Source: an optimization exercise on an open RTL-to-GDS flow (aim: small area, a short achievable clock period and few clock cycles per item). Production flows keep margins and buffers that such runs may drop. At most, simulation tests tie the RTL to the original design; equivalence was not proved. Function not checked in run 1: the RTL went through the layout flow alone. Power is estimated from default activity; no workload was simulated.

--- flow/design.v ---
package hrst_pkg;
  localparam int unsigned KEY_W  = 32;
  localparam int unsigned DATA_W = 32;
  localparam int unsigned LIVE_W = 7;
  typedef enum logic [1:0] {
    OP_INSERT = 2'd0,
    OP_LOOKUP = 2'd1,
    OP_DELETE = 2'd2
  } op_e;
  typedef enum logic [1:0] {
    ST_OK             = 2'd0,
    ST_NOT_FOUND      = 2'd1,
    ST_FULL           = 2'd2,
    ST_KEYS_EXHAUSTED = 2'd3
  } status_e;
  typedef struct packed {
    logic [1:0]        operation;
    logic [KEY_W-1:0]  key;
    logic [DATA_W-1:0] value;
  } in_item_t;
  typedef struct packed {
    logic [1:0]        status;
    logic [KEY_W-1:0]  assigned_key;
    logic [DATA_W-1:0] found_value;
    logic [LIVE_W-1:0] live_count;
  } out_item_t;
endpackage
module hrst_ctrl #(
  parameter int unsigned VALUE_WIDTH = 32
) (
  input  logic                       clk_i,
  input  logic                       rst_ni,
  input  logic                       in_valid_i,
  output logic                       in_stall_o,
  input  hrst_pkg::in_item_t         in_item_i,
  output logic                       adv_o,
  output logic                       exec_o,
  input  logic                       ins_block_i,
  output logic                       ins_b_next_o,
  input  logic                       pend_full_i,
  output logic [hrst_pkg::KEY_W-1:0] key_a_o,
  output logic [hrst_pkg::KEY_W-1:0] key_an_o,
  output logic [1:0]                 op_b_o,
  output logic [VALUE_WIDTH-1:0]     val_b_o,
  input  hrst_pkg::out_item_t        res_i,
  input  logic                       out_stall_i,
  output logic                       out_valid_o,
  output hrst_pkg::out_item_t        out_item_o
);
  logic                a_v_q, a_v_d;
  logic                b_v_q, b_v_d;
  logic                stall_q, stall_d;
  logic                head_v_q, head_v_d;
  logic                skid_v_q, skid_v_d;
  hrst_pkg::in_item_t  a_q;
  logic [hrst_pkg::KEY_W-1:0] a_keyn_q;
  logic [1:0]          op_b_q;
  logic [VALUE_WIDTH-1:0] val_b_q;
  hrst_pkg::out_item_t head_q, skid_q;
  logic                accept, take, head_free;
  assign exec_o    = b_v_q && !skid_v_q && !ins_block_i;
  assign adv_o     = a_v_q && (!b_v_q || exec_o);
  assign accept    = in_valid_i && !stall_q;
  assign take      = head_v_q && !out_stall_i;
  assign head_free = !head_v_q || take;
  assign a_v_d    = accept || (a_v_q && !adv_o);
  assign b_v_d    = adv_o || (b_v_q && !exec_o);
  assign head_v_d = head_free ? (skid_v_q || exec_o) : 1'b1;
  assign skid_v_d = head_free ? 1'b0 : (skid_v_q || exec_o);
  assign ins_b_next_o = adv_o ? (a_q.operation == hrst_pkg::OP_INSERT)
                              : (op_b_q == hrst_pkg::OP_INSERT);
  assign stall_d  = a_v_d && b_v_d && (skid_v_d || (ins_b_next_o && pend_full_i));
  always_ff @(posedge clk_i or negedge rst_ni) begin
    if (!rst_ni) begin
      a_v_q    <= 1'b0;
      b_v_q    <= 1'b0;
      stall_q  <= 1'b0;
      head_v_q <= 1'b0;
      skid_v_q <= 1'b0;
    end else begin
      a_v_q    <= a_v_d;
      b_v_q    <= b_v_d;
      stall_q  <= stall_d;
      head_v_q <= head_v_d;
      skid_v_q <= skid_v_d;
    end
  end
  always_ff @(posedge clk_i) begin
    if (!stall_q) begin
      a_q      <= in_item_i;
      a_keyn_q <= ~in_item_i.key;
    end
    if (adv_o) begin
      op_b_q  <= a_q.operation;
      val_b_q <= a_q.value[VALUE_WIDTH-1:0];
    end
    if (head_free) begin
      head_q <= skid_v_q ? skid_q : res_i;
    end
    if (!skid_v_q) begin
      skid_q <= res_i;
    end
  end
  assign in_stall_o  = stall_q;
  assign key_a_o     = a_q.key;
  assign key_an_o    = a_keyn_q;
  assign op_b_o      = op_b_q;
  assign val_b_o     = val_b_q;
  assign out_valid_o = head_v_q;
  assign out_item_o  = head_q;
endmodule
module hrst_dpath #(
  parameter int unsigned CAPACITY    = 64,
  parameter int unsigned VALUE_WIDTH = 32,
  parameter int unsigned NPOINT      = 8
) (
  input  logic                       clk_i,
  input  logic                       rst_ni,
  input  logic                       adv_i,
  input  logic                       exec_i,
  output logic                       ins_block_o,
  output logic                       pend_full_next_o,
  input  logic [hrst_pkg::KEY_W-1:0] key_a_i,
  input  logic [hrst_pkg::KEY_W-1:0] key_an_i,
  input  logic [1:0]                 op_b_i,
  input  logic [VALUE_WIDTH-1:0]     val_b_i,
  output hrst_pkg::out_item_t        res_o
);
  localparam int unsigned CW   = $clog2(CAPACITY + 1);
  localparam int unsigned NPEND = 4;
  localparam int unsigned PIW   = 2;
  localparam int unsigned HW    = hrst_pkg::KEY_W - 2;
  localparam int unsigned STEP = CAPACITY / NPOINT;
  localparam int unsigned KW   = hrst_pkg::KEY_W;
  localparam logic [CW-1:0] CapC = CW'(CAPACITY);
  logic [CAPACITY-1:0] rv_q, rv_d;
  logic [KW-1:0]          rk_q [CAPACITY];
  logic [VALUE_WIDTH-1:0] rd_q [CAPACITY];
  logic [NPEND-1:0]       pv_q, pv_d;
  logic [VALUE_WIDTH-1:0] pd_q [NPEND];
  logic [CW-1:0] count_q, count_inc_q, count_dec_q, count_d, count_inc_d, count_dec_d;
  logic [CW-1:0] count_inc2, count_dec2;
  logic          full_d, near_full_q;
  logic [KW:0]   next_key_q, next_key_inc_q;
  logic [HW-1:0] hi_m1_q;    
  logic [1:0]    lo;
  logic [HW-1:0] hi;
  logic          hi_match, hi_m1_match;
  logic          full_q;
  logic [CAPACITY-1:0] mr_q, mr_base, mr_d;
  logic [NPEND-1:0]    mp_q, mp_base, mp_d;
  logic [CAPACITY-1:0] mr_a, mr_b, kill_r;
  logic [NPEND-1:0]    mp_a, mp_b, kill_p, tgt, placed;
  logic [NPEND-1:0]    placed_q, placed_d, tgt_q, tgt_d;
  logic [NPOINT-1:0]   pt, pt_q, pt_d;
  logic                next_match, place, src_kill, src_live;
  logic [PIW-1:0]      src_idx;
  logic [KW-1:0]          src_key;
  logic [VALUE_WIDTH-1:0] src_val;
  logic                is_ins, is_lkp, is_del, hit, ins_ok, del_ok, key_exh, ins_go;
  logic [VALUE_WIDTH-1:0] fval;
  assign lo = next_key_q[1:0];
  assign hi = next_key_q[KW-1:2];
  always_comb begin
    src_idx = '0;
    for (int x = NPEND-1; x >= 0; x--) begin
      if (placed_q[x]) src_idx = PIW'(x);
    end
    place    = |placed_q;
    pt       = pt_q;
    placed   = placed_q;
    tgt      = tgt_q;
    src_key  = {(src_idx < lo) ? hi : hi_m1_q, src_idx};
    src_val  = pd_q[src_idx];
    src_kill = |(kill_p & placed_q);
    src_live = |(pv_q & placed_q);
  end
  always_comb begin
    logic [NPEND-1:0]  pv_n, src_n;
    logic [NPEND-1:0]  placed_c [2];
    logic [NPEND-1:0]  tgt_c [2];
    logic [NPOINT-1:0] avail_n;
    logic [1:0]        lo_n, x;
    for (int k = 0; k < NPOINT; k++) begin
      avail_n[k] = !rv_q[(k*STEP + CAPACITY - 2) % CAPACITY];
    end
    pt_d = '0;
    for (int k = NPOINT-1; k >= 0; k--) begin
      if (avail_n[k]) pt_d = NPOINT'(1) << k;
    end
    for (int c = 0; c < 2; c++) begin
      pv_n = (pv_q & ~placed_q) | ((c == 1) ? tgt_q : '0);
      lo_n = lo + 2'(c);
      src_n = '0;
      for (int j = NPEND-1; j >= 0; j--) begin
        x = lo_n + 2'(j);
        if (pv_n[x]) src_n = NPEND'(1) << x;
      end
      placed_c[c] = (|avail_n) ? src_n : '0;
      tgt_c[c] = '0;
      if (!pv_n[lo_n] || placed_c[c][lo_n]) tgt_c[c] = NPEND'(1) << lo_n;
    end
    placed_d = ins_go ? placed_c[1] : placed_c[0];
    tgt_d    = ins_go ? tgt_c[1] : tgt_c[0];
  end
  always_ff @(posedge clk_i or negedge rst_ni) begin
    if (!rst_ni) begin
      placed_q <= '0;
      pt_q     <= '0;
      tgt_q    <= NPEND'(1);
    end else begin
      placed_q <= placed_d;
      pt_q     <= pt_d;
      tgt_q    <= tgt_d;
    end
  end
  assign next_match  = ((key_an_i ^ next_key_q[KW-1:0]) == '1);
  assign hi_match    = ((key_an_i[KW-1:2] ^ hi) == '1);
  assign hi_m1_match = ((key_an_i[KW-1:2] ^ hi_m1_q) == '1);
  always_comb begin
    for (int i = 0; i < CAPACITY; i++) begin
      if (i < CAPACITY / 2) begin
        mr_a[i] = rv_q[i] && (rk_q[i] == key_a_i);
      end else begin
        mr_a[i] = rv_q[i] && ((rk_q[i] ^ key_an_i) == '1);
      end
    end
    for (int x = 0; x < NPEND; x++) begin
      mp_a[x] = pv_q[x] && (~key_an_i[1:0] == 2'(x)) && ((x < lo) ? hi_match : hi_m1_match);
    end
  end
  always_comb begin
    mr_base = adv_i ? mr_a : mr_q;
    mp_base = adv_i ? mp_a : mp_q;
    for (int i = 0; i < CAPACITY; i++) begin
      mr_d[i] = mr_base[(i + CAPACITY - 1) % CAPACITY];
    end
    for (int k = 0; k < NPOINT; k++) begin
      if (place && pt[k]) mr_d[k*STEP] = |(mp_base & placed);
    end
    mp_d = (mp_base & ~placed) | (adv_i ? (tgt & {NPEND{next_match}}) : '0);
  end
  always_ff @(posedge clk_i) begin
    mr_q <= mr_d;
    mp_q <= mp_d;
  end
  assign is_ins  = (op_b_i == hrst_pkg::OP_INSERT);
  assign is_lkp  = (op_b_i == hrst_pkg::OP_LOOKUP);
  assign is_del  = (op_b_i == hrst_pkg::OP_DELETE);
  assign key_exh = next_key_q[KW];
  assign ins_ok  = is_ins && !key_exh && !full_q;
  assign ins_block_o = ins_ok && !(|tgt_q);
  assign ins_go  = exec_i && ins_ok;
  assign mr_b    = mr_q & rv_q;
  assign mp_b    = mp_q & pv_q;
  assign hit     = (|mr_b) || (|mp_b);
  assign del_ok  = is_del && hit;
  assign kill_r  = {CAPACITY{exec_i && is_del}} & mr_q;
  assign kill_p  = {NPEND{exec_i && is_del}} & mp_q;
  always_comb begin
    fval = '0;
    for (int i = 0; i < CAPACITY; i++) begin
      fval = fval | ({VALUE_WIDTH{mr_b[i]}} & rd_q[i]);
    end
    for (int x = 0; x < NPEND; x++) begin
      fval = fval | ({VALUE_WIDTH{mp_b[x]}} & pd_q[x]);
    end
  end
  assign count_inc2 = count_inc_q + CW'(1);
  assign count_dec2 = count_dec_q - CW'(1);
  always_comb begin
    count_d     = count_q;
    count_inc_d = count_inc_q;
    count_dec_d = count_dec_q;
    full_d      = full_q;
    if (ins_ok) begin
      count_d     = count_inc_q;
      count_inc_d = count_inc2;
      count_dec_d = count_q;
      full_d      = near_full_q;
    end else if (del_ok) begin
      count_d     = count_dec_q;
      count_inc_d = count_q;
      count_dec_d = count_dec2;
      full_d      = 1'b0;
    end
  end
  always_comb begin
    res_o              = '0;
    res_o.status       = hrst_pkg::ST_NOT_FOUND;
    res_o.live_count   = count_d[hrst_pkg::LIVE_W-1:0];
    if (is_ins) begin
      if (key_exh) begin
        res_o.status = hrst_pkg::ST_KEYS_EXHAUSTED;
      end else if (full_q) begin
        res_o.status = hrst_pkg::ST_FULL;
      end else begin
        res_o.status       = hrst_pkg::ST_OK;
        res_o.assigned_key = next_key_q[KW-1:0];
      end
    end else if ((is_lkp || is_del) && hit) begin
      res_o.status = hrst_pkg::ST_OK;
    end
    if (is_lkp) begin
      res_o.found_value = fval;
    end
  end
  always_comb begin
    for (int i = 0; i < CAPACITY; i++) begin
      rv_d[i] = rv_q[(i + CAPACITY - 1) % CAPACITY] && !kill_r[(i + CAPACITY - 1) % CAPACITY];
    end
    for (int k = 0; k < NPOINT; k++) begin
      if (place && pt[k]) rv_d[k*STEP] = src_live && !src_kill;
    end
    pv_d = (pv_q & ~placed & ~kill_p) | (ins_go ? tgt : '0);
  end
  assign pend_full_next_o = !(|tgt_d);
  always_ff @(posedge clk_i or negedge rst_ni) begin
    if (!rst_ni) begin
      rv_q <= '0;
      pv_q <= '0;
    end else begin
      rv_q <= rv_d;
      pv_q <= pv_d;
    end
  end
  always_ff @(posedge clk_i) begin
    for (int i = 0; i < CAPACITY; i++) begin
      rk_q[i] <= rk_q[(i + CAPACITY - 1) % CAPACITY];
      rd_q[i] <= rd_q[(i + CAPACITY - 1) % CAPACITY];
    end
    for (int k = 0; k < NPOINT; k++) begin
      if (place && pt[k]) begin
        rk_q[k*STEP] <= src_key;
        rd_q[k*STEP] <= src_val;
      end
    end
    for (int x = 0; x < NPEND; x++) begin
      if (tgt[x]) begin
        pd_q[x] <= val_b_i;
      end
    end
  end
  always_ff @(posedge clk_i or negedge rst_ni) begin
    if (!rst_ni) begin
      count_q     <= '0;
      count_inc_q <= CW'(1);
      count_dec_q <= '1;
      full_q      <= 1'b0;
      near_full_q <= 1'b0;
      next_key_q     <= '0;
      next_key_inc_q <= (KW+1)'(1);
      hi_m1_q        <= '1;
    end else if (exec_i) begin
      count_q     <= count_d;
      count_inc_q <= count_inc_d;
      count_dec_q <= count_dec_d;
      full_q      <= full_d;
      near_full_q <= (count_inc_d == CapC);
      if (ins_ok) begin
        next_key_q     <= next_key_inc_q;
        next_key_inc_q <= next_key_inc_q + (KW+1)'(1);
        if (lo == 2'd3) begin
          hi_m1_q <= hi;
        end
      end
    end
  end
endmodule
module handle_registry_sorted_table #(
  parameter int unsigned CAPACITY    = 64,
  parameter int unsigned VALUE_WIDTH = 32
) (
  input  logic                clk_i,
  input  logic                rst_ni,
  input  logic                in_valid_i,
  output logic                in_stall_o,
  input  hrst_pkg::in_item_t  in_item_i,
  output logic                out_valid_o,
  input  logic                out_stall_i,
  output hrst_pkg::out_item_t out_item_o
);
  logic                       adv, exec, ins_block, ins_b_next, pend_full_next;
  logic [hrst_pkg::KEY_W-1:0] key_a, key_an;
  logic [1:0]                 op_b;
  logic [VALUE_WIDTH-1:0]     val_b;
  hrst_pkg::out_item_t        res;
  hrst_ctrl #(
    .VALUE_WIDTH (VALUE_WIDTH)
  ) u_ctrl (
    .clk_i       (clk_i),
    .rst_ni      (rst_ni),
    .in_valid_i  (in_valid_i),
    .in_stall_o  (in_stall_o),
    .in_item_i   (in_item_i),
    .adv_o       (adv),
    .exec_o      (exec),
    .ins_block_i (ins_block),
    .ins_b_next_o(ins_b_next),
    .pend_full_i (pend_full_next),
    .key_a_o     (key_a),
    .key_an_o    (key_an),
    .op_b_o      (op_b),
    .val_b_o     (val_b),
    .res_i       (res),
    .out_stall_i (out_stall_i),
    .out_valid_o (out_valid_o),
    .out_item_o  (out_item_o)
  );
  hrst_dpath #(
    .CAPACITY    (CAPACITY),
    .VALUE_WIDTH (VALUE_WIDTH)
  ) u_dpath (
    .clk_i  (clk_i),
    .rst_ni (rst_ni),
    .adv_i  (adv),
    .exec_i (exec),
    .ins_block_o (ins_block),
    .pend_full_next_o (pend_full_next),
    .key_a_i(key_a),
    .key_an_i(key_an),
    .op_b_i (op_b),
    .val_b_i(val_b),
    .res_o  (res)
  );
endmodule
--- flow/config.mk ---
export PLATFORM = sky130hd
export DESIGN_NAME = handle_registry_sorted_table
export DESIGN_NICKNAME = handle_registry_sorted_table
export VERILOG_FILES = /design/flow/design.v
export SDC_FILE = /design/flow/constraint.sdc
export NUM_CORES = 4
export LEC_CHECK = 0
export CAP_MARGIN = 30
export CORE_MARGIN = 2
export CORE_UTILIZATION = 40
export CTS_CLUSTER_DIAMETER = 100
export CTS_CLUSTER_SIZE = 24
export SLEW_MARGIN = 40
export SYNTH_MEMORY_MAX_BITS = 8192
--- flow/constraint.sdc ---
create_clock -name core_clock -period 10.0 [get_ports {clk_i}]
set_input_delay 2.0000 -clock core_clock [delete_from_list [all_inputs] [get_ports {clk_i}]]
set_output_delay 2.0000 -clock core_clock [all_outputs]
set_load 0.01 [all_outputs]
--- flow/flow/run.sh ---
#!/bin/bash
# Layout: the standard flow (standard.sh), with the input and output ports buffered by
# sky130_fd_sc_hd__buf_4 instead of the cell buffer_ports picks by default (a delay buffer).
# The make output goes to flow_make.log here; ORFS's own logs stay under orfs/logs/.
set -euo pipefail
export BUFFER_PORTS_ARGS="-buffer_cell sky130_fd_sc_hd__buf_4"
bash standard.sh > flow_make.log 2>&1
--- flow/standard.sh ---
#!/bin/bash
# synth_recipe.tcl (not shown) runs the flow's synth.tcl, then flattens the netlist and writes it again
# the make line also repeats each setting of config.mk as NAME=value (left out here)
make -C /OpenROAD-flow-scripts/flow DESIGN_CONFIG=/design/flow/config.mk WORK_HOME=/design/flow/orfs CLKGATE_MAP_FILE= SYNTH_SCRIPT=/design/flow/synth_recipe.tcl "${@:-finish}"
==> out/qor.json, run 1 <==
{
  "ios": 145,
  "whs_endpoint": "u_dpath.rd_q[53][24]$_DFF_P_",
  "timing_worst_setup_path_type": "flop to flop",
  "grt_pass1_wl_um": 789100,
  "holdBufCountCts": 0,
  "yosys-top-cells-area": "dfxtp_1 (57%), edfxtp_1 (6.7%), xnor2_1 (6.4%)",
  "critical_path.endpoint_type": "flop",
  "drv_slew": 0,
  "worst_ep_required_time_ns": 10.80,
  "first_global_vias": 95450,
  "synth-main-ff-cell": "dfxtp_1",
  "vias": 100200,
  "cts.sinks": 4778,
  "placedCellCount": 16780,
  "die-width_um": 614.8,
  "timing.hold.worst.start": "u_dpath.rd_q[52][24]$_DFF_P_",
  "synth_top_area_share_pct": 56.85,
  "timing.critical_path.slowest_stage_cell": "dfrtp_4",
  "power.ir.vdd_worst_uv": 202.3,
  "avgRoutedWirePerCell_um": 34.09,
  "drt_antenna_net_count": 0,
  "area_of_the_placeable_core_um2": 371900,
  "synth-edff-count": 333,
  "synth_fp_nets": 12250,
  "chipHeight_um": 614.8,
  "min-delay-path-class": "flop to flop",
  "power.static_leakage_uw": 0.06085,
  "clk-insertion-delay-late_ns": 1.02,
  "drt_first_iter_violations": 15140,
  "critPathArrivalTime_ns": 5.07,
  "grt_setup_unrepaired": "false",
  "htree_num_levels": 4,
  "synth_warnings": 7,
  "fillCellCount": 34280,
  "synth_seq_area_share_pct": 67.07,
  "timing.critical_path.slowest_cell_delay_ns": 0.82,
  "maxClockFrequency_mhz": 234.6,
  "synth_cell_type_count": 79,
  "regToRegEndpoint": "u_dpath.mr_q[0]$_DFF_P_",
  "most_common_library_cell_in_the_layout_ignoring_fill_and_taps": "dfxtp_1",
  "layout.cells.non_filler": 17140,
  "grt_start_max_net_pins": 122,
  "critPathMostFrequentCell": "a21oi_1",
  "timing_hold_violations_final": 0,
  "fp-row-count": 224,
  "tightestPinTransition_ns": 1.008,
  "worst-r2r-setup-slack_ns": 5.74,
  "multiInputGateArea_um2": 46680,
  "globalRouteTotalUtil_pct": 29.72,
  "crit_fanout": 84,
  "hold-path-cell-count": 0,
  "layout_common_cells": "dfxtp_1 (4237), xnor2_1 (1087), xor2_1 (1035), nand2_1 (858), o21ai_0 (645)",
  "post_cts_buffers": 0,
  "cts_tree": "yes",
  "grt_overflow_total": 0,
  "vias_per_cell": 5.845,
  "status": "no timing/DRC/antenna violations",
  "powerDensity_nw_per_um2": 264.4,
  "final-seq-area_um2": 100100,
  "hpwl_um": 378900,
  "worst_setup_hold_path_clk_slew_ns": 0.10,
  "remaining_drc_errors": 0,
  "placer_congestion_estimate": 1.002,
  "worstReg2RegStart": "u_dpath.tgt_q[1]$_DFF_PN0_",
  "postSynthAreaPerCell_um2": 12.26,
  "fraction_of_final_layout_cells_with_drive_strength_greater_than_1_pct": 7.257,
  "ys_ff_latch": 4778,
  "timing.max_cap.violations": 0,
  "finish.utilization_pct": 43.78,
  "slew-limit-headroom_pct": 32.79,
  "max-clock-path-buffers": 4,
  "final_min_period_over_clock_period_pct": 42.63,
  "drt_pass1_iterations": 8,
  "place.port_buffers": 144,
  "fin_total_pwr_uw": 43050,
  "hold_ws_ns": 0.2785,
  "synth_async_sr_flop_share_pct": 4.353,
  "antenna_found_initial": 30,
  "critical_path.top_delay_family": "compound AO/OA/AOI/OAI gates",
  "synthesized_cell_area_um2": 149200,
  "ctsRootBufferMaster": "clkbuf_16",
  "nets": 12130,
  "area.growth.synth_to_final_pct": 9.119,
  "synthCells": 12170,
  "crit_chain": "nor4_2, a21oi_1, o21ai_4, buf_12, nor4_1, o31ai_1, o2111ai_2, nor2_1, a21oi_1",
  "floorplan.die_area_um2": 377900,
  "worstPathBufferInverterCount": 1,
  "route.final.wire_length_um": 584400,
  "setup_viol": 0,
  "finalClockSkew_ns": 0.1120,
  "crit_path_start_kind": "flop",
  "floorplan.initialDensity_pct": 40.12,
  "cts_buffers": 225,
  "postCtsResizedCells": 0,
  "netlist.top_cell.by_area": "dfxtp_1",
  "reg2regPathDepth": 9,
  "fin_setup_tns_ns": 0,
  "finalCriticalPeriod_ns": 4.263
}
-- flip-flops by register name (all words and copies together), names as in the netlist, 8 cells and up --
name,cells
u_ctrl.skid_q,73
u_dpath.rd_q,2048
u_dpath.mr_q,64
u_ctrl.a_q,66
u_dpath.next_key_q,33
u_dpath.rv_q,64
u_dpath.pd_q,128
u_dpath.next_key_inc_q,33
u_ctrl.a_keyn_q,32
u_dpath.hi_m1_q,30
u_dpath.rk_q,2048
u_ctrl.val_b_q,32
u_dpath.pt_q,8
u_ctrl.head_q,73
-- Yosys cell counts, drive strengths merged (32+ instances only) --
master / n
nor4: 326
and2: 73
buf: 208
mux2i: 41
dfxtp: 4237
clkbuf: 547
a21oi: 112
inv: 71
xor2: 1035
nor2: 114
a22o: 397
a221oi: 420
mux2: 32
o31ai: 54
dfstp: 40
a21boi: 55
nor3: 111
xnor2: 1087
nand2: 869
o41ai: 32
a22oi: 349
nand3: 287
dfrtp: 168
o21ai: 653
nand4: 358
edfxtp: 333
-- where the power goes --
part | switching [µW] | total (µW) | leakage (µW) | internal [µW]
clock | 6190 | 10500 | 0.00303 | 4260
combinational | 5060 | 7380 | 0.0172 | 2320
sequential | 2560 | 25200 | 0.0406 | 22600
-- final cells by class --
cell class,count,area share (%)
Clock inverter,15,0.1368
Clock buffer,325,3.728
Antenna cell,18,0.02766
Inverter,71,0.1668
Multi-Input combinational cell,6563,28.67
Tap cell,4972,3.821
Sequential cell,4778,61.48
Timing Repair Buffer,401,1.969
-- kinds of logic after synthesis --
group                      synth area share [%]
DFF                                       67.07
and+or+nand+nor                           7.331
xor gates and xnor gates                  12.46
muxes                                    0.6071
AOI/OAI and AO/OA                         10.27
buffers and inverters                     2.143
adders and majority gates                0.1258
-- how the worst max path moves through the flow --
stage / from / to / slack [ns] / depth (start not counted)
after CTS: u_ctrl.op_b_q[0]$_DFFE_PP_ / u_dpath.mr_q[32]$_DFF_P_ / 5.53 / 12
after global routing: u_dpath.tgt_q[1]$_DFF_PN0_ / u_dpath.mr_q[8]$_DFF_P_ / 5.47 / 9
after detailed placement: u_ctrl.op_b_q[0]$_DFFE_PP_ / u_dpath.mr_q[0]$_DFF_P_ / 5.63 / 12
after global placement: u_ctrl.op_b_q[0]$_DFFE_PP_ / u_dpath.mr_q[24]$_DFF_P_ / 5.68 / 12
after floorplan: out_stall_i / u_ctrl.stall_q$_DFF_PN0_ / 5.90 / 3
final: u_dpath.tgt_q[1]$_DFF_PN0_ / u_dpath.mr_q[0]$_DFF_P_ / 5.74 / 9
-- per-stage QoR --
stage / instance area [µm²] / setup WS (ns)
floorplan: 149200 / 5.899
global placement: 156100 / 5.678
detailed placement: 156400 / 5.631
CTS: 162700 / 5.534
global route: 162800 / 5.466
finish: 162800 / 5.737
-- worst register-to-register path, cell delays in order, from the launching register on --
cell,delay [ns]
dfrtp_4,0.82
nor4_2,0.75
a21oi_1,0.26
o21ai_4,0.61
buf_12,0.40
nor4_1,0.19
o31ai_1,0.33
o2111ai_2,0.44
nor2_1,0.23
a21oi_1,0.06
-- routing by layer --
metal  GRT usage (%)  vias up  part of all wire (%)
met5          0.1515        -                 0.037
met1           39.74    49910                    40
li1                -    42110                     -
met4           15.42       16                   6.3
met3           7.408     1565                    11
met2           44.41     6605                    42
==> run 2, diff against run 1 <==
--- a/flow/design.v
+++ b/flow/design.v
@@ -35,14 +35,15 @@
   input  hrst_pkg::in_item_t         in_item_i,
   output logic                       adv_o,
   output logic                       exec_o,
-  input  logic                       ins_block_i,
   output logic                       ins_b_next_o,
   input  logic                       pend_full_i,
   output logic [hrst_pkg::KEY_W-1:0] key_a_o,
   output logic [hrst_pkg::KEY_W-1:0] key_an_o,
   output logic [1:0]                 op_b_o,
   output logic [VALUE_WIDTH-1:0]     val_b_o,
-  input  hrst_pkg::out_item_t        res_i,
+  input  logic                       hit_i,
+  input  hrst_pkg::out_item_t        res_miss_i,
+  input  hrst_pkg::out_item_t        res_hit_i,
   input  logic                       out_stall_i,
   output logic                       out_valid_o,
   output hrst_pkg::out_item_t        out_item_o
@@ -50,6 +51,7 @@
   logic                a_v_q, a_v_d;
   logic                b_v_q, b_v_d;
   logic                stall_q, stall_d;
+  logic                b_ins_q, pend_blk_q;
   logic                head_v_q, head_v_d;
   logic                skid_v_q, skid_v_d;
   hrst_pkg::in_item_t  a_q;
@@ -58,7 +60,7 @@
   logic [VALUE_WIDTH-1:0] val_b_q;
   hrst_pkg::out_item_t head_q, skid_q;
   logic                accept, take, head_free;
-  assign exec_o    = b_v_q && !skid_v_q && !ins_block_i;
+  assign exec_o    = b_v_q && !skid_v_q && !(b_ins_q && pend_blk_q);
   assign adv_o     = a_v_q && (!b_v_q || exec_o);
   assign accept    = in_valid_i && !stall_q;
   assign take      = head_v_q && !out_stall_i;
@@ -74,12 +76,16 @@
     if (!rst_ni) begin
       a_v_q    <= 1'b0;
       b_v_q    <= 1'b0;
+      b_ins_q  <= 1'b0;
+      pend_blk_q <= 1'b0;
       stall_q  <= 1'b0;
       head_v_q <= 1'b0;
       skid_v_q <= 1'b0;
     end else begin
       a_v_q    <= a_v_d;
       b_v_q    <= b_v_d;
+      b_ins_q  <= ins_b_next_o;
+      pend_blk_q <= pend_full_i;
       stall_q  <= stall_d;
       head_v_q <= head_v_d;
       skid_v_q <= skid_v_d;
@@ -95,10 +101,10 @@
       val_b_q <= a_q.value[VALUE_WIDTH-1:0];
     end
     if (head_free) begin
-      head_q <= skid_v_q ? skid_q : res_i;
+      head_q <= hit_i ? (skid_v_q ? skid_q : res_hit_i) : (skid_v_q ? skid_q : res_miss_i);
     end
     if (!skid_v_q) begin
-      skid_q <= res_i;
+      skid_q <= hit_i ? res_hit_i : res_miss_i;
     end
   end
   assign in_stall_o  = stall_q;
@@ -118,13 +124,14 @@
   input  logic                       rst_ni,
   input  logic                       adv_i,
   input  logic                       exec_i,
-  output logic                       ins_block_o,
   output logic                       pend_full_next_o,
   input  logic [hrst_pkg::KEY_W-1:0] key_a_i,
   input  logic [hrst_pkg::KEY_W-1:0] key_an_i,
   input  logic [1:0]                 op_b_i,
   input  logic [VALUE_WIDTH-1:0]     val_b_i,
-  output hrst_pkg::out_item_t        res_o
+  output logic                       hit_o,
+  output hrst_pkg::out_item_t        res_miss_o,
+  output hrst_pkg::out_item_t        res_hit_o
 );
   localparam int unsigned CW   = $clog2(CAPACITY + 1);
   localparam int unsigned NPEND = 4;
@@ -140,6 +147,13 @@
   logic [VALUE_WIDTH-1:0] pd_q [NPEND];
   logic [CW-1:0] count_q, count_inc_q, count_dec_q, count_d, count_inc_d, count_dec_d;
   logic [CW-1:0] count_inc2, count_dec2;
+  logic [CW-1:0] count_h [2];
+  logic [CW-1:0] count_inc_h [2];
+  logic [CW-1:0] count_dec_h [2];
+  logic [1:0]    full_h;
+  logic [1:0]    st_ins, st_miss, st_hit;
+  logic [KW-1:0] akey;
+  logic [VALUE_WIDTH-1:0] fval_m;
   logic          full_d, near_full_q;
   logic [KW:0]   next_key_q, next_key_inc_q;
   logic [HW-1:0] hi_m1_q;    
@@ -153,11 +167,12 @@
   logic [NPEND-1:0]    mp_a, mp_b, kill_p, tgt, placed;
   logic [NPEND-1:0]    placed_q, placed_d, tgt_q, tgt_d;
   logic [NPOINT-1:0]   pt, pt_q, pt_d;
+  logic                src_hi_q, src_hi_d;    
   logic                next_match, place, src_kill, src_live;
   logic [PIW-1:0]      src_idx;
   logic [KW-1:0]          src_key;
   logic [VALUE_WIDTH-1:0] src_val;
-  logic                is_ins, is_lkp, is_del, hit, ins_ok, del_ok, key_exh, ins_go;
+  logic                is_ins, is_lkp, is_del, hit, ins_ok, key_exh, ins_go;
   logic [VALUE_WIDTH-1:0] fval;
   assign lo = next_key_q[1:0];
   assign hi = next_key_q[KW-1:2];
@@ -170,7 +185,7 @@
     pt       = pt_q;
     placed   = placed_q;
     tgt      = tgt_q;
-    src_key  = {(src_idx < lo) ? hi : hi_m1_q, src_idx};
+    src_key  = {src_hi_q ? hi : hi_m1_q, src_idx};
     src_val  = pd_q[src_idx];
     src_kill = |(kill_p & placed_q);
     src_live = |(pv_q & placed_q);
@@ -179,6 +194,7 @@
     logic [NPEND-1:0]  pv_n, src_n;
     logic [NPEND-1:0]  placed_c [2];
     logic [NPEND-1:0]  tgt_c [2];
+    logic [1:0]        src_hi_c;
     logic [NPOINT-1:0] avail_n;
     logic [1:0]        lo_n, x;
     for (int k = 0; k < NPOINT; k++) begin
@@ -192,9 +208,13 @@
       pv_n = (pv_q & ~placed_q) | ((c == 1) ? tgt_q : '0);
       lo_n = lo + 2'(c);
       src_n = '0;
+      src_hi_c[c] = 1'b0;
       for (int j = NPEND-1; j >= 0; j--) begin
         x = lo_n + 2'(j);
-        if (pv_n[x]) src_n = NPEND'(1) << x;
+        if (pv_n[x]) begin
+          src_n       = NPEND'(1) << x;
+          src_hi_c[c] = (x < lo_n);
+        end
       end
       placed_c[c] = (|avail_n) ? src_n : '0;
       tgt_c[c] = '0;
@@ -202,16 +222,19 @@
     end
     placed_d = ins_go ? placed_c[1] : placed_c[0];
     tgt_d    = ins_go ? tgt_c[1] : tgt_c[0];
+    src_hi_d = ins_go ? src_hi_c[1] : src_hi_c[0];
   end
   always_ff @(posedge clk_i or negedge rst_ni) begin
     if (!rst_ni) begin
       placed_q <= '0;
       pt_q     <= '0;
       tgt_q    <= NPEND'(1);
+      src_hi_q <= 1'b0;
     end else begin
       placed_q <= placed_d;
       pt_q     <= pt_d;
       tgt_q    <= tgt_d;
+      src_hi_q <= src_hi_d;
     end
   end
   assign next_match  = ((key_an_i ^ next_key_q[KW-1:0]) == '1);
@@ -249,12 +272,10 @@
   assign is_del  = (op_b_i == hrst_pkg::OP_DELETE);
   assign key_exh = next_key_q[KW];
   assign ins_ok  = is_ins && !key_exh && !full_q;
-  assign ins_block_o = ins_ok && !(|tgt_q);
   assign ins_go  = exec_i && ins_ok;
   assign mr_b    = mr_q & rv_q;
   assign mp_b    = mp_q & pv_q;
   assign hit     = (|mr_b) || (|mp_b);
-  assign del_ok  = is_del && hit;
   assign kill_r  = {CAPACITY{exec_i && is_del}} & mr_q;
   assign kill_p  = {NPEND{exec_i && is_del}} & mp_q;
   always_comb begin
@@ -269,42 +290,43 @@
   assign count_inc2 = count_inc_q + CW'(1);
   assign count_dec2 = count_dec_q - CW'(1);
   always_comb begin
-    count_d     = count_q;
-    count_inc_d = count_inc_q;
-    count_dec_d = count_dec_q;
-    full_d      = full_q;
-    if (ins_ok) begin
-      count_d     = count_inc_q;
-      count_inc_d = count_inc2;
-      count_dec_d = count_q;
-      full_d      = near_full_q;
-    end else if (del_ok) begin
-      count_d     = count_dec_q;
-      count_inc_d = count_q;
-      count_dec_d = count_dec2;
-      full_d      = 1'b0;
-    end
-  end
-  always_comb begin
-    res_o              = '0;
-    res_o.status       = hrst_pkg::ST_NOT_FOUND;
-    res_o.live_count   = count_d[hrst_pkg::LIVE_W-1:0];
-    if (is_ins) begin
-      if (key_exh) begin
-        res_o.status = hrst_pkg::ST_KEYS_EXHAUSTED;
-      end else if (full_q) begin
-        res_o.status = hrst_pkg::ST_FULL;
-      end else begin
-        res_o.status       = hrst_pkg::ST_OK;
-        res_o.assigned_key = next_key_q[KW-1:0];
+    for (int h = 0; h < 2; h++) begin
+      count_h[h]     = count_q;
+      count_inc_h[h] = count_inc_q;
+      count_dec_h[h] = count_dec_q;
+      full_h[h]      = full_q;
+      if (ins_ok) begin
+        count_h[h]     = count_inc_q;
+        count_inc_h[h] = count_inc2;
+        count_dec_h[h] = count_q;
+        full_h[h]      = near_full_q;
+      end else if (is_del && (h == 1)) begin
+        count_h[h]     = count_dec_q;
+        count_inc_h[h] = count_q;
+        count_dec_h[h] = count_dec2;
+        full_h[h]      = 1'b0;
       end
-    end else if ((is_lkp || is_del) && hit) begin
-      res_o.status = hrst_pkg::ST_OK;
-    end
-    if (is_lkp) begin
-      res_o.found_value = fval;
     end
   end
+  assign count_d     = hit ? count_h[1] : count_h[0];
+  assign count_inc_d = hit ? count_inc_h[1] : count_inc_h[0];
+  assign count_dec_d = hit ? count_dec_h[1] : count_dec_h[0];
+  assign full_d      = hit ? full_h[1] : full_h[0];
+  always_comb begin
+    st_ins = hrst_pkg::ST_OK;
+    if (key_exh) begin
+      st_ins = hrst_pkg::ST_KEYS_EXHAUSTED;
+    end else if (full_q) begin
+      st_ins = hrst_pkg::ST_FULL;
+    end
+    akey = ins_ok ? next_key_q[KW-1:0] : '0;
+    fval_m = is_lkp ? fval : '0;
+    st_miss = is_ins ? st_ins : hrst_pkg::ST_NOT_FOUND;
+    st_hit  = is_ins ? st_ins : ((is_lkp || is_del) ? hrst_pkg::ST_OK : hrst_pkg::ST_NOT_FOUND);
+  end
+  assign res_miss_o = {st_miss, akey, fval_m, count_h[0][hrst_pkg::LIVE_W-1:0]};
+  assign res_hit_o  = {st_hit, akey, fval_m, count_h[1][hrst_pkg::LIVE_W-1:0]};
+  assign hit_o      = hit;
   always_comb begin
     for (int i = 0; i < CAPACITY; i++) begin
       rv_d[i] = rv_q[(i + CAPACITY - 1) % CAPACITY] && !kill_r[(i + CAPACITY - 1) % CAPACITY];
@@ -380,11 +402,12 @@
   input  logic                out_stall_i,
   output hrst_pkg::out_item_t out_item_o
 );
-  logic                       adv, exec, ins_block, ins_b_next, pend_full_next;
+  logic                       adv, exec, ins_b_next, pend_full_next;
   logic [hrst_pkg::KEY_W-1:0] key_a, key_an;
   logic [1:0]                 op_b;
   logic [VALUE_WIDTH-1:0]     val_b;
-  hrst_pkg::out_item_t        res;
+  logic                       hit;
+  hrst_pkg::out_item_t        res_miss, res_hit;
   hrst_ctrl #(
     .VALUE_WIDTH (VALUE_WIDTH)
   ) u_ctrl (
@@ -395,14 +418,15 @@
     .in_item_i   (in_item_i),
     .adv_o       (adv),
     .exec_o      (exec),
-    .ins_block_i (ins_block),
     .ins_b_next_o(ins_b_next),
     .pend_full_i (pend_full_next),
     .key_a_o     (key_a),
     .key_an_o    (key_an),
     .op_b_o      (op_b),
     .val_b_o     (val_b),
-    .res_i       (res),
+    .hit_i       (hit),
+    .res_miss_i  (res_miss),
+    .res_hit_i   (res_hit),
     .out_stall_i (out_stall_i),
     .out_valid_o (out_valid_o),
     .out_item_o  (out_item_o)
@@ -415,12 +439,13 @@
     .rst_ni (rst_ni),
     .adv_i  (adv),
     .exec_i (exec),
-    .ins_block_o (ins_block),
     .pend_full_next_o (pend_full_next),
     .key_a_i(key_a),
     .key_an_i(key_an),
     .op_b_i (op_b),
     .val_b_i(val_b),
-    .res_o  (res)
+    .hit_o      (hit),
+    .res_miss_o (res_miss),
+    .res_hit_o  (res_hit)
   );
 endmodule
==> flow/flow/run.sh (replaced) <==
#!/bin/bash
# Layout: the standard flow (standard.sh) with two changes to how it optimises:
#  - the input and output ports are buffered by sky130_fd_sc_hd__buf_4 instead of the cell
#    buffer_ports picks by default (a delay buffer);
#  - timing repair aims for setup slack SETUP_SLACK_MARGIN ns beyond the constraint, so that it
#    works on the paths that set the achieved period. The clock and the SDC are the standard flow's.
# The make output goes to flow_make.log here; ORFS's own logs stay under orfs/logs/.
set -euo pipefail
export BUFFER_PORTS_ARGS="-buffer_cell sky130_fd_sc_hd__buf_4"
export SETUP_SLACK_MARGIN=6.5
bash standard.sh > flow_make.log 2>&1
==> out/qor.json, run 2 <==
{
  "ctsRootBufferMaster": "clkbuf_16",
  "fin_setup_tns_ns": 0,
  "crit_chain": "buf_6",
  "avgRoutedWirePerCell_um": 33.32,
  "drt_pass1_iterations": 9,
  "ys_ff_latch": 4781,
  "hpwl_um": 361600,
  "synth_top_area_share_pct": 55.65,
  "regToRegEndpoint": "u_ctrl.head_q[8]$_DFFE_PP_",
  "synthCells": 11920,
  "synth-main-ff-cell": "dfxtp_1",
  "slew-limit-headroom_pct": 35.53,
  "switching_power_as_a_share_of_total_power_pct": 31.65,
  "critPathArrivalTime_ns": 1.70,
  "power.ir.vdd_worst_uv": 205.1,
  "timing_worst_setup_path_type": "flop to output pin",
  "netlist.top_cell.by_area": "dfxtp_1",
  "globalRouteTotalUtil_pct": 28.77,
  "min-delay-path-class": "flop to flop",
  "hold-path-cell-count": 0,
  "synthesized_cell_area_um2": 149800,
  "max-clock-path-buffers": 4,
  "whs_endpoint": "u_dpath.rd_q[46][3]$_DFF_P_",
  "timing.max_cap.violations": 0,
  "grt_start_max_net_pins": 98,
  "postSynthAreaPerCell_um2": 12.57,
  "power.static_leakage_uw": 0.06167,
  "grt_pass1_wl_um": 775300,
  "die-width_um": 615.9,
  "drt_antenna_net_count": 4,
  "worst_ep_required_time_ns": 8.00,
  "clk-insertion-delay-late_ns": 1.01,
  "power_report.internal_total_uw": 29850,
  "fraction_of_final_layout_cells_with_drive_strength_greater_than_1_pct": 8.567,
  "floorplan.die_area_um2": 379400,
  "synth_warnings": 10,
  "synth_fp_nets": 12000,
  "worst-r2r-setup-slack_ns": 6.41,
  "place.port_buffers": 144,
  "final_min_period_over_clock_period_pct": 37.00,
  "area.growth.synth_to_final_pct": 9.850,
  "final-seq-area_um2": 100900,
  "crit_fanout": 1,
  "grt_overflow_total": 0,
  "timing.critical_path.slowest_cell_delay_ns": 0.54,
  "timing.critical_path.slowest_stage_cell": "edfxtp_1",
  "timing.hold.worst.start": "u_dpath.rd_q[45][3]$_DFF_P_",
  "remaining_drc_errors": 0,
  "critical_path.endpoint_type": "output pin",
  "status": "complete, but fails checks",
  "cts_buffers": 226,
  "layout_common_cells": "dfxtp_1 (4164), xnor2_1 (1089), xor2_1 (1030), nand2_1 (749), o21ai_0 (542)",
  "layout.failed_checks": "antenna violations",
  "antenna_found_initial": 53,
  "net-switching-power_uw": 13820,
  "drt_first_iter_violations": 14610,
  "first_global_vias": 98270,
  "synth_async_sr_flop_share_pct": 4.413,
  "power_frac_clock_pct": 24.1,
  "powerDensity_nw_per_um2": 265.4,
  "critical_path.top_delay_family": "flip-flops",
  "cts.sinks": 4781,
  "seq_power_share_pct": 58.2,
  "most_common_library_cell_in_the_layout_ignoring_fill_and_taps": "dfxtp_1",
  "drv_slew": 0,
  "htree_num_levels": 4,
  "worstReg2RegStart": "u_dpath.rv_q[6]$_DFF_PN0_",
  "reg.largest.list": "u_dpath.rd_q x2048, u_dpath.rk_q x2048, u_dpath.pd_q x128",
  "chipHeight_um": 615.9,
  "p_comb_share_pct": 17.7,
  "finalClockSkew_ns": 0.06294,
  "nets": 11930,
  "synth_seq_area_share_pct": 67.35,
  "floorplan.initialDensity_pct": 40.21,
  "ios": 145,
  "finalCriticalPeriod_ns": 3.700,
  "grt_setup_unrepaired": "true",
  "tightestPinTransition_ns": 0.9569,
  "placer_congestion_estimate": 0.9510,
  "setup_viol": 0,
  "synth-edff-count": 406,
  "route.final.wire_length_um": 566300,
  "synth_cell_type_count": 77,
  "crit_path_start_kind": "flop",
  "yosys-top-cells-area": "dfxtp_1 (56%), edfxtp_1 (8.1%), xnor2_1 (6.4%)",
  "synth_commonest_cells": "dfxtp_1 (4164), xnor2_1 (1089), xor2_1 (1030)",
  "maxClockFrequency_mhz": 270.2,
  "synth.most_common_cell": "dfxtp_1",
  "timing_hold_violations_final": 0,
  "area_of_the_placeable_core_um2": 372500,
  "vias": 100500,
  "fp-row-count": 224,
  "worst_setup_hold_path_clk_slew_ns": 0.10,
  "worstPathBufferInverterCount": 1,
  "cts_tree": "yes",
  "finish.utilization_pct": 44.17,
  "multiInputGateArea_um2": 46600,
  "vias_per_cell": 5.915,
  "reg2regPathDepth": 8,
  "fillCellCount": 34060
}
run 2: cell count changes after synthesis, sizes merged, moves of 45 or more:
cell    previous run  this run
dfxtp           4237      4164
mux2              32       109
o21ai            653       581
nand2            869       761
nand4            358       437
a22oi            349       292
nand3            287       197
nor2             114        63
buf              208       145
a21oi            112        36
edfxtp           333       406
clkbuf           547       592
run 2: metal layers:
layer  global-route usage [%]  share of wire (%)  vias up
met5                        0              0.011        -
met4                    15.21                5.8       12
met3                    7.018                 11     1553
met2                    43.40                 43     6864
met1                    38.12                 40    50450
li1                         -                  -    41650
run 2: repair_timing:
| item | 4_1_cts | 5_1_grt |
|---|---|---|
| hold buffers | 0 | 0 |
| pin swaps | 2 | 1 |
| setup endpoints to repair | 300 | 165 |
| setup buffers | 5 | 6 |
| gates resized for setup | 140 | 68 |
run 2: worst max path at each step:
stage / start / end / slack [ns] / cells after the start
2_1_floorplan: u_ctrl.skid_v_q$_DFF_PN0_ / u_ctrl.head_q[64]$_DFFE_PP_ / 6.58 / 4
3_3_place_gp: u_dpath.next_key_q[0]$_DFFE_PN0P_ / u_dpath.tgt_q[1]$_DFF_PN0_ / 5.07 / 8
3_5_place_dp: u_dpath.next_key_q[0]$_DFFE_PN0P_ / u_dpath.tgt_q[3]$_DFF_PN0_ / 5.19 / 8
4_1_cts: u_ctrl.head_q[35]$_DFFE_PP_ / out_item_o[35] / 6.23 / 1
5_1_grt: u_ctrl.head_q[35]$_DFFE_PP_ / out_item_o[35] / 6.27 / 1
6_report: u_ctrl.head_q[35]$_DFFE_PP_ / out_item_o[35] / 6.30 / 1
run 2: cell families after synthesis:
| group | count (synthesis) | synth area share (%) |
|---|---|---|
| flops | 4781 | 67.35 |
| xor+xnor | 2119 | 12.39 |
| simple gates | 2019 | 6.873 |
| compound gates | 2004 | 9.871 |
| buf+inv | 809 | 2.047 |
| mux | 173 | 1.347 |
| fa+ha+maj | 14 | 0.1170 |
run 2: area by class of cell:
cell class | count | share of cell area (%)
Tap cell | 4972 | 3.781
Multi-Input combinational cell | 6329 | 28.32
Clock inverter | 18 | 0.1741
Antenna cell | 61 | 0.09277
Sequential cell | 4781 | 61.32
Clock buffer | 332 | 3.740
Inverter | 72 | 0.1825
Timing Repair Buffer | 432 | 2.382
run 2: power by group through the flow:
stage / Clock [µW] / Combinational, µW / Sequential, µW
after global placement: 0 / 7280 / 25600
final: 10500 / 7710 / 25400
after detailed placement: 0 / 7380 / 25700
after floorplan: 0 / 4540 / 24600
after global routing: 11200 / 8080 / 25600
after CTS: 10600 / 7510 / 25300
run 2: worst reg2reg max path: cells and delay by family, from the launching register on:
| family | cells | cell delay, ns |
|---|---|---|
| buf+inv | 1 | 0.36 |
| simple gates | 3 | 1.09 |
| flops | 1 | 0.54 |
| mux | 1 | 0.36 |
| compound gates | 3 | 0.97 |
run 2: per-stage QoR:
stage,std cells,hold WS [ns],cell area [µm²],power (µW),setup WS (ns)
floorplan,11920,0.3308,149800,29180,6.576
global placement,16570,0.3324,156800,32890,5.067
detailed placement,16580,0.3355,157000,33030,5.187
CTS,16930,0.3345,164000,43370,6.228
global route,16940,0.3439,164400,44960,6.270
finish,17000,0.3326,164500,43670,6.300
Testbench counts of run 2, summed over its fixed seeds: cycles 16,037, items 16,000.
==> run 3, diff against run 2 <==
--- a/flow/config.mk
+++ b/flow/config.mk
@@ -8,7 +8,5 @@
 export CAP_MARGIN = 30
 export CORE_MARGIN = 2
 export CORE_UTILIZATION = 40
-export CTS_CLUSTER_DIAMETER = 100
-export CTS_CLUSTER_SIZE = 24
 export SLEW_MARGIN = 40
 export SYNTH_MEMORY_MAX_BITS = 8192
==> out/qor.json, run 3 <==
{
  "ys_ff_latch": 4781,
  "fin_setup_tns_ns": 0,
  "netlist.top_cell.by_area": "dfxtp_1",
  "hpwl_um": 361600,
  "hold_ws_ns": 0.3253,
  "power.ir.vdd_worst_uv": 237.0,
  "tightestPinTransition_ns": 0.9960,
  "clk-insertion-delay-late_ns": 1.02,
  "htree_num_levels": 5,
  "critical_path.top_delay_family": "flip-flops",
  "most_common_library_cell_in_the_layout_ignoring_fill_and_taps": "dfxtp_1",
  "maxClockFrequency_mhz": 269.6,
  "final_min_period_over_clock_period_pct": 37.10,
  "synth_simple_gate_area_share_pct": 6.873,
  "grt_start_max_net_pins": 98,
  "area.growth.synth_to_final_pct": 15.95,
  "route.final.wire_length_um": 573600,
  "timing.critical_path.slowest_cell_delay_ns": 0.53,
  "floorplan.initialDensity_pct": 40.21,
  "timing_hold_violations_final": 0,
  "synth_seq_area_share_pct": 67.35,
  "fp-row-count": 224,
  "powerDensity_nw_per_um2": 293.7,
  "cts.sinks": 4781,
  "drv_slew": 0,
  "first_global_vias": 101100,
  "post_dp_cell_area_um2": 157000,
  "power_report.internal_total_uw": 35690,
  "synth_top_area_share_pct": 55.65,
  "worstPathBufferInverterCount": 1,
  "timing.max_cap.violations": 0,
  "final_instance_area_um2": 173700,
  "synth-main-ff-cell": "dfxtp_1",
  "critPathArrivalTime_ns": 1.71,
  "post_synth_fa_ha_maj_area_fraction_pct": 0.1169,
  "antenna_found_initial": 48,
  "postSynthAreaPerCell_um2": 12.57,
  "timing_worst_setup_path_type": "flop to output pin",
  "drt_pass1_iterations": 7,
  "main_combinational_cell_family_by_area_after_synthesis": "XOR/XNOR gates",
  "power.static_leakage_uw": 0.06626,
  "synthCells": 11920,
  "max-clock-path-buffers": 4,
  "fraction_of_final_layout_cells_with_drive_strength_greater_than_1_pct": 12.21,
  "remaining_drc_errors": 0,
  "floorplan.die_area_um2": 379400,
  "avgRoutedWirePerCell_um": 32.76,
  "timing.critical_path.slowest_stage_cell": "edfxtp_1",
  "nets": 12150,
  "cts_tree": "yes",
  "synth_cell_type_count": 77,
  "placer_congestion_estimate": 0.9510,
  "placedCellCount": 16580,
  "status": "no timing/DRC/antenna violations",
  "holdBufCountCts": 0,
  "post_synthesis_compound_gate_area_fraction_pct": 9.871,
  "drt_antenna_net_count": 0,
  "seq_power_share_pct": 50.0,
  "switching_power_as_a_share_of_total_power_pct": 30.04,
  "grt_overflow_total": 0,
  "die-width_um": 615.9,
  "worst_setup_hold_path_clk_slew_ns": 0.07,
  "drt_first_iter_violations": 14680,
  "synth_xor_xnor_area_share_pct": 12.39,
  "critical_path.endpoint_type": "output pin",
  "synth_warnings": 10,
  "vias": 102600,
  "synth.most_common_cell": "dfxtp_1",
  "setup_viol": 0,
  "layout_common_cells": "dfxtp_1 (4164), xnor2_1 (1089), xor2_1 (1030), nand2_1 (749), o21ai_0 (543)",
  "synth_mux_area_share_pct": 1.347,
  "ios": 145,
  "cts_buffers": 450,
  "finalCriticalPeriod_ns": 3.710,
  "place.port_buffers": 144,
  "reg.largest.list": "u_dpath.rd_q x2048, u_dpath.rk_q x2048, u_dpath.pd_q x128",
  "synth-edff-count": 406,
  "p_comb_share_pct": 15.1,
  "crit_fanout": 1,
  "crit_path_start_kind": "flop",
  "area_of_the_placeable_core_um2": 372500,
  "worst_ep_required_time_ns": 8.00,
  "vias_per_cell": 5.859,
  "finalClockSkew_ns": 0.08276,
  "crit_chain": "buf_6",
  "synth_async_sr_flop_share_pct": 4.413,
  "fillCellCount": 33130,
  "net-switching-power_uw": 15320,
  "ctsRootBufferMaster": "clkbuf_16",
  "min-delay-path-class": "flop to flop",
  "chipHeight_um": 615.9,
  "grt_pass1_wl_um": 786700,
  "slew-limit-headroom_pct": 32.90,
  "layout.cells.non_filler": 17510,
  "globalRouteTotalUtil_pct": 29.12,
  "yosys-top-cells-area": "dfxtp_1 (56%), edfxtp_1 (8.1%), xnor2_1 (6.4%)",
  "grt_setup_unrepaired": "true",
  "power_frac_clock_pct": 34.9,
  "synth_fp_nets": 12000,
  "synth_commonest_cells": "dfxtp_1 (4164), xnor2_1 (1089), xor2_1 (1030)",
  "synthesized_cell_area_um2": 149800,
  "finish.utilization_pct": 46.63
}
run 3: cell type report:
type	instances	area, µm²	area share, %
Antenna cell	78	195.2	0.1124
Multi-Input combinational cell	6329	46580	26.82
Inverter	72	300.3	0.1729
Tap cell	4972	6221	3.582
Sequential cell	4781	100900	58.10
Clock inverter	194	2140	1.232
Clock buffer	652	13400	7.716
Timing Repair Buffer	433	3930	2.263
run 3: cell families after synthesis:
logic type / after synthesis
buffers and inverters: 809
AND/OR/NAND/NOR: 2019
XOR/XNOR: 2119
adder cells (fa/ha/maj): 14
multiplexers: 173
AO/OA/AOI/OAI: 2004
flip-flops: 4781
run 3: worst paths after layout:
path | startpoint | end | slack (ns) | cells past startpoint
worst max-delay path | u_ctrl.head_q[35]$_DFFE_PP_ | out_item_o[35] | 6.29 | 1
max in group asynchronous | rst_ni | u_dpath.rv_q[14]$_DFF_PN0_ | 7.35 | 3
worst min-delay path | u_dpath.rd_q[36][8]$_DFF_P_ | u_dpath.rd_q[37][8]$_DFF_P_ | 0.33 | 0
worst max register to register | u_dpath.rv_q[6]$_DFF_PN0_ | u_ctrl.head_q[8]$_DFFE_PP_ | 6.41 | 8
min in group asynchronous | rst_ni | u_dpath.count_q[5]$_DFFE_PN0P_ | 0.95 | 1
worst min register to register | u_dpath.rd_q[36][8]$_DFF_P_ | u_dpath.rd_q[37][8]$_DFF_P_ | 0.33 | 0
run 3: power groups by stage:
| stage | sequential [µW] | clock, µW | combinational [µW] |
|---|---|---|---|
| detailed placement | 25700 | 0 | 7380 |
| finish | 25500 | 17800 | 7710 |
| global route | 25700 | 18600 | 8070 |
| global placement | 25600 | 0 | 7280 |
| CTS | 25300 | 17900 | 7520 |
| floorplan | 24600 | 0 | 4540 |
run 3: metrics by stage:
step / power, µW / worst slack (ns)
CTS: 50720 / 6.220
global placement: 32890 / 5.067
detailed placement: 33030 / 5.187
global route: 52380 / 6.265
floorplan: 29180 / 6.576
finish: 51010 / 6.290
run 3: timing repair:
action,in CTS,in global routing
setup buffers,5,6
endpoints found under the setup margin,249,168
cloned,0,0
pin swaps,2,1
gates resized for setup,134,71
run 3: per-layer routing:
metal,vias to the layer above,share of wire [%],track usage [%]
met3,1790,12,7.486
met4,26,6.0,16.28
met5,-,0.042,0
met1,51080,39,38.24
li1,42420,-,-
met2,7282,43,43.67
==> run 4, diff against run 3 <==
--- a/flow/config.mk
+++ b/flow/config.mk
@@ -5,8 +5,10 @@
 export SDC_FILE = /design/flow/constraint.sdc
 export NUM_CORES = 4
 export LEC_CHECK = 0
-export CAP_MARGIN = 30
+export CAP_MARGIN = 20
 export CORE_MARGIN = 2
-export CORE_UTILIZATION = 40
-export SLEW_MARGIN = 40
+export CORE_UTILIZATION = 55
+export CTS_CLUSTER_DIAMETER = 100
+export CTS_CLUSTER_SIZE = 24
+export SLEW_MARGIN = 20
 export SYNTH_MEMORY_MAX_BITS = 8192
==> out/qor.json, run 4 <==
{
  "post_dp_cell_area_um2": 154900,
  "layout.failed_checks": "antenna violations",
  "synth_cell_type_count": 77,
  "postSynthAreaPerCell_um2": 12.57,
  "slew-limit-headroom_pct": 17.97,
  "ctsRootBufferMaster": "clkbuf_16",
  "netlist.top_cell.by_area": "dfxtp_1",
  "htree_num_levels": 4,
  "drt_antenna_net_count": 3,
  "worst_ep_required_time_ns": 8.00,
  "fp-row-count": 191,
  "grt_setup_unrepaired": "true",
  "chipHeight_um": 525.9,
  "synth_top_area_share_pct": 55.65,
  "place.port_buffers": 144,
  "vias": 100300,
  "finalClockSkew_ns": 0.09048,
  "avgRoutedWirePerCell_um": 36.22,
  "cts.sinks": 4781,
  "crit_path_start_kind": "flop",
  "powerDensity_nw_per_um2": 267.3,
  "timing_hold_violations_final": 0,
  "synthCells": 11920,
  "synth_fp_nets": 12000,
  "critPathArrivalTime_ns": 1.69,
  "remaining_drc_errors": 0,
  "main_combinational_cell_family_by_area_after_synthesis": "XOR/XNOR gates",
  "ios": 145,
  "floorplan.die_area_um2": 276500,
  "power.static_leakage_uw": 0.06149,
  "timing.max_cap.violations": 0,
  "placer_congestion_estimate": 0.9604,
  "holdBufCountCts": 0,
  "clk-insertion-delay-late_ns": 0.99,
  "synth_commonest_cells": "dfxtp_1 (4164), xnor2_1 (1089), xor2_1 (1030)",
  "floorplan.initialDensity_pct": 55.32,
  "crit_chain": "buf_6",
  "cts_tree": "yes",
  "worstPathBufferInverterCount": 1,
  "grt_pass1_wl_um": 771400,
  "maxClockFrequency_mhz": 270.7,
  "area.growth.synth_to_final_pct": 8.384,
  "timing_worst_setup_path_type": "flop to output pin",
  "power.ir.vdd_worst_uv": 256.0,
  "post_synthesis_compound_gate_area_fraction_pct": 9.871,
  "synth_seq_area_share_pct": 67.35,
  "synth-main-ff-cell": "dfxtp_1",
  "max-clock-path-buffers": 4,
  "die-width_um": 525.9,
  "drv_slew": 0,
  "route.final.wire_length_um": 565500,
  "post_synth_fa_ha_maj_area_fraction_pct": 0.1169,
  "synth_warnings": 10,
  "synth.most_common_cell": "dfxtp_1",
  "drt_pass1_iterations": 8,
  "reg.largest.list": "u_dpath.rd_q x2048, u_dpath.rk_q x2048, u_dpath.pd_q x128",
  "final_min_period_over_clock_period_pct": 36.94,
  "globalRouteTotalUtil_pct": 39.66,
  "timing.critical_path.slowest_cell_delay_ns": 0.55,
  "finalCriticalPeriod_ns": 3.694,
  "layout_common_cells": "dfxtp_1 (4162), xnor2_1 (1089), xor2_1 (1030), nand2_1 (749), o21ai_0 (545)",
  "vias_per_cell": 6.428,
  "antenna_found_initial": 49,
  "nets": 11910,
  "critical_path.top_delay_family": "flip-flops",
  "area_of_the_placeable_core_um2": 270800,
  "hpwl_um": 354600,
  "ys_ff_latch": 4781,
  "yosys-top-cells-area": "dfxtp_1 (56%), edfxtp_1 (8.1%), xnor2_1 (6.4%)",
  "synth-edff-count": 406,
  "fin_setup_tns_ns": 0,
  "final_instance_area_um2": 162300,
  "drt_first_iter_violations": 14450,
  "synth_async_sr_flop_share_pct": 4.413,
  "synth_mux_area_share_pct": 1.347,
  "grt_overflow_total": 0,
  "setup_viol": 0,
  "crit_fanout": 1,
  "tightestPinTransition_ns": 1.230,
  "cts_buffers": 226,
  "timing.critical_path.slowest_stage_cell": "edfxtp_1",
  "synthesized_cell_area_um2": 149800,
  "first_global_vias": 97170,
  "critical_path.endpoint_type": "output pin",
  "most_common_library_cell_in_the_layout_ignoring_fill_and_taps": "dfxtp_1",
  "status": "complete, but fails checks",
  "min-delay-path-class": "flop to flop",
  "fraction_of_final_layout_cells_with_drive_strength_greater_than_1_pct": 8.261,
  "synth_xor_xnor_area_share_pct": 12.39,
  "synth_simple_gate_area_share_pct": 6.873,
  "grt_start_max_net_pins": 88,
  "worst_setup_hold_path_clk_slew_ns": 0.10
}
-- run 4: logic make-up after synthesis --
| family | count (synthesis) |
|---|---|
| mux | 173 |
| fa+ha+maj | 14 |
| compound gates | 2004 |
| simple gates | 2019 |
| xor+xnor | 2119 |
| flops | 4781 |
| buf+inv | 809 |
-- run 4: where the power goes --
part	switching (µW)	total (µW)	internal (µW)
Combinational	5150	7650	2500
Clock	6040	10300	4270
Sequential	2440	25400	23000
-- run 4: path summary, 6_finish.rpt --
path                       cells after the start                      endpoint  slack, ns                          from
setup / recovery                               1                 out_item_o[7]       6.31    u_ctrl.head_q[7]$_DFFE_PP_
hold / removal                                 0  u_dpath.rd_q[31][28]$_DFF_P_       0.27  u_dpath.rd_q[30][28]$_DFF_P_
setup reg to reg                               8    u_ctrl.head_q[2]$_DFFE_PP_       6.38    u_dpath.rv_q[11]$_DFF_PN0_
hold reg to reg                                0  u_dpath.rd_q[31][28]$_DFF_P_       0.27  u_dpath.rd_q[30][28]$_DFF_P_
max in group asynchronous                      2    u_dpath.rv_q[30]$_DFF_PN0_       7.14                        rst_ni
min in group asynchronous                      1    u_dpath.rv_q[22]$_DFF_PN0_       1.14                        rst_ni
-- run 4: repair_timing --
| item | in CTS | in global routing |
|---|---|---|
| setup buffers | 2 | 14 |
| resized for setup | 120 | 70 |
| cloned | 0 | 3 |
| setup endpoints to repair | 375 | 203 |
| pin swaps | 4 | 9 |
-- run 4: cell type report --
type / count / area (µm²)
repair buffers: 417 / 3750
fillers: 21920 / 108400
clock buffers: 330 / 6131
diodes: 104 / 260.3
inverters: 72 / 309.0
flip-flops and latches: 4781 / 100900
well taps: 3570 / 4467
clock inverters: 7 / 78.83
multi-input cells: 6329 / 46430
-- run 4: per-layer routing --
layer | wire length [µm] | vias to the layer above | track usage (%) | share of wire, %
li1 | - | 41660 | - | -
met3 | 62480 | 1532 | 9.013 | 11
met2 | 245400 | 6699 | 59.73 | 43
met4 | 31180 | 10 | 19.51 | 5.5
met1 | 226200 | 50440 | 53.88 | 40
met5 | 103 | - | 0 | 0.018
-- run 4: stage by stage --
| step | utilization (%) | cells | hold slack, ns | power (µW) | setup WS [ns] |
|---|---|---|---|---|---|
| after floorplan | - | 11920 | 0.3308 | 29180 | 6.576 |
| final | 59.96 | 15610 | 0.2744 | 43390 | 6.306 |
| after CTS | 59.68 | 15490 | 0.2886 | 43010 | 6.278 |
| after global placement | 57.21 | 15150 | 0.3319 | 32860 | 4.972 |
| after detailed placement | 57.22 | 15150 | 0.3355 | 32950 | 5.109 |
| after global routing | 59.90 | 15550 | 0.2938 | 44620 | 6.269 |

==> port drivers added, routing unchanged <==
How much do the figures lean on ideal ports? The routed layouts below were timed once more, with nothing changed but the port constraints. Step 1 sets driving cells, clkbuf_16 on the clock port and buf_2 on the other inputs (assumed; they add their load-dependent delay and slew). Step 2 also shifts input and output timing later by t, the mid clock arrival at the registers, as if the neighbouring blocks saw the same clock. Slacks: ideal / step 1 / step 2; pairs: ideal / step 1.
| run | shift t [ns] | setup slack, ns | worst hold slack (ns) |
|---|---|---|---|
| run 1 | 1.071 | 5.737 / 5.737 / 5.737 | 0.279 / 0.279 / 0.279 |
| run 2 | 1.094 | 6.300 / 6.182 / 6.262 | 0.333 / 0.333 / 0.333 |
| run 3 | 1.103 | 6.290 / 6.171 / 6.314 | 0.325 / 0.325 / 0.325 |
| run 4 | 1.052 | 6.306 / 6.196 / 6.110 | 0.274 / 0.274 / 0.274 |
For run 4, which loses most, drivers alone change the setup slack by -0.110 ns; drivers and shift together by -0.196 ns. The worst setup slack also covers recovery checks on asynchronous resets.
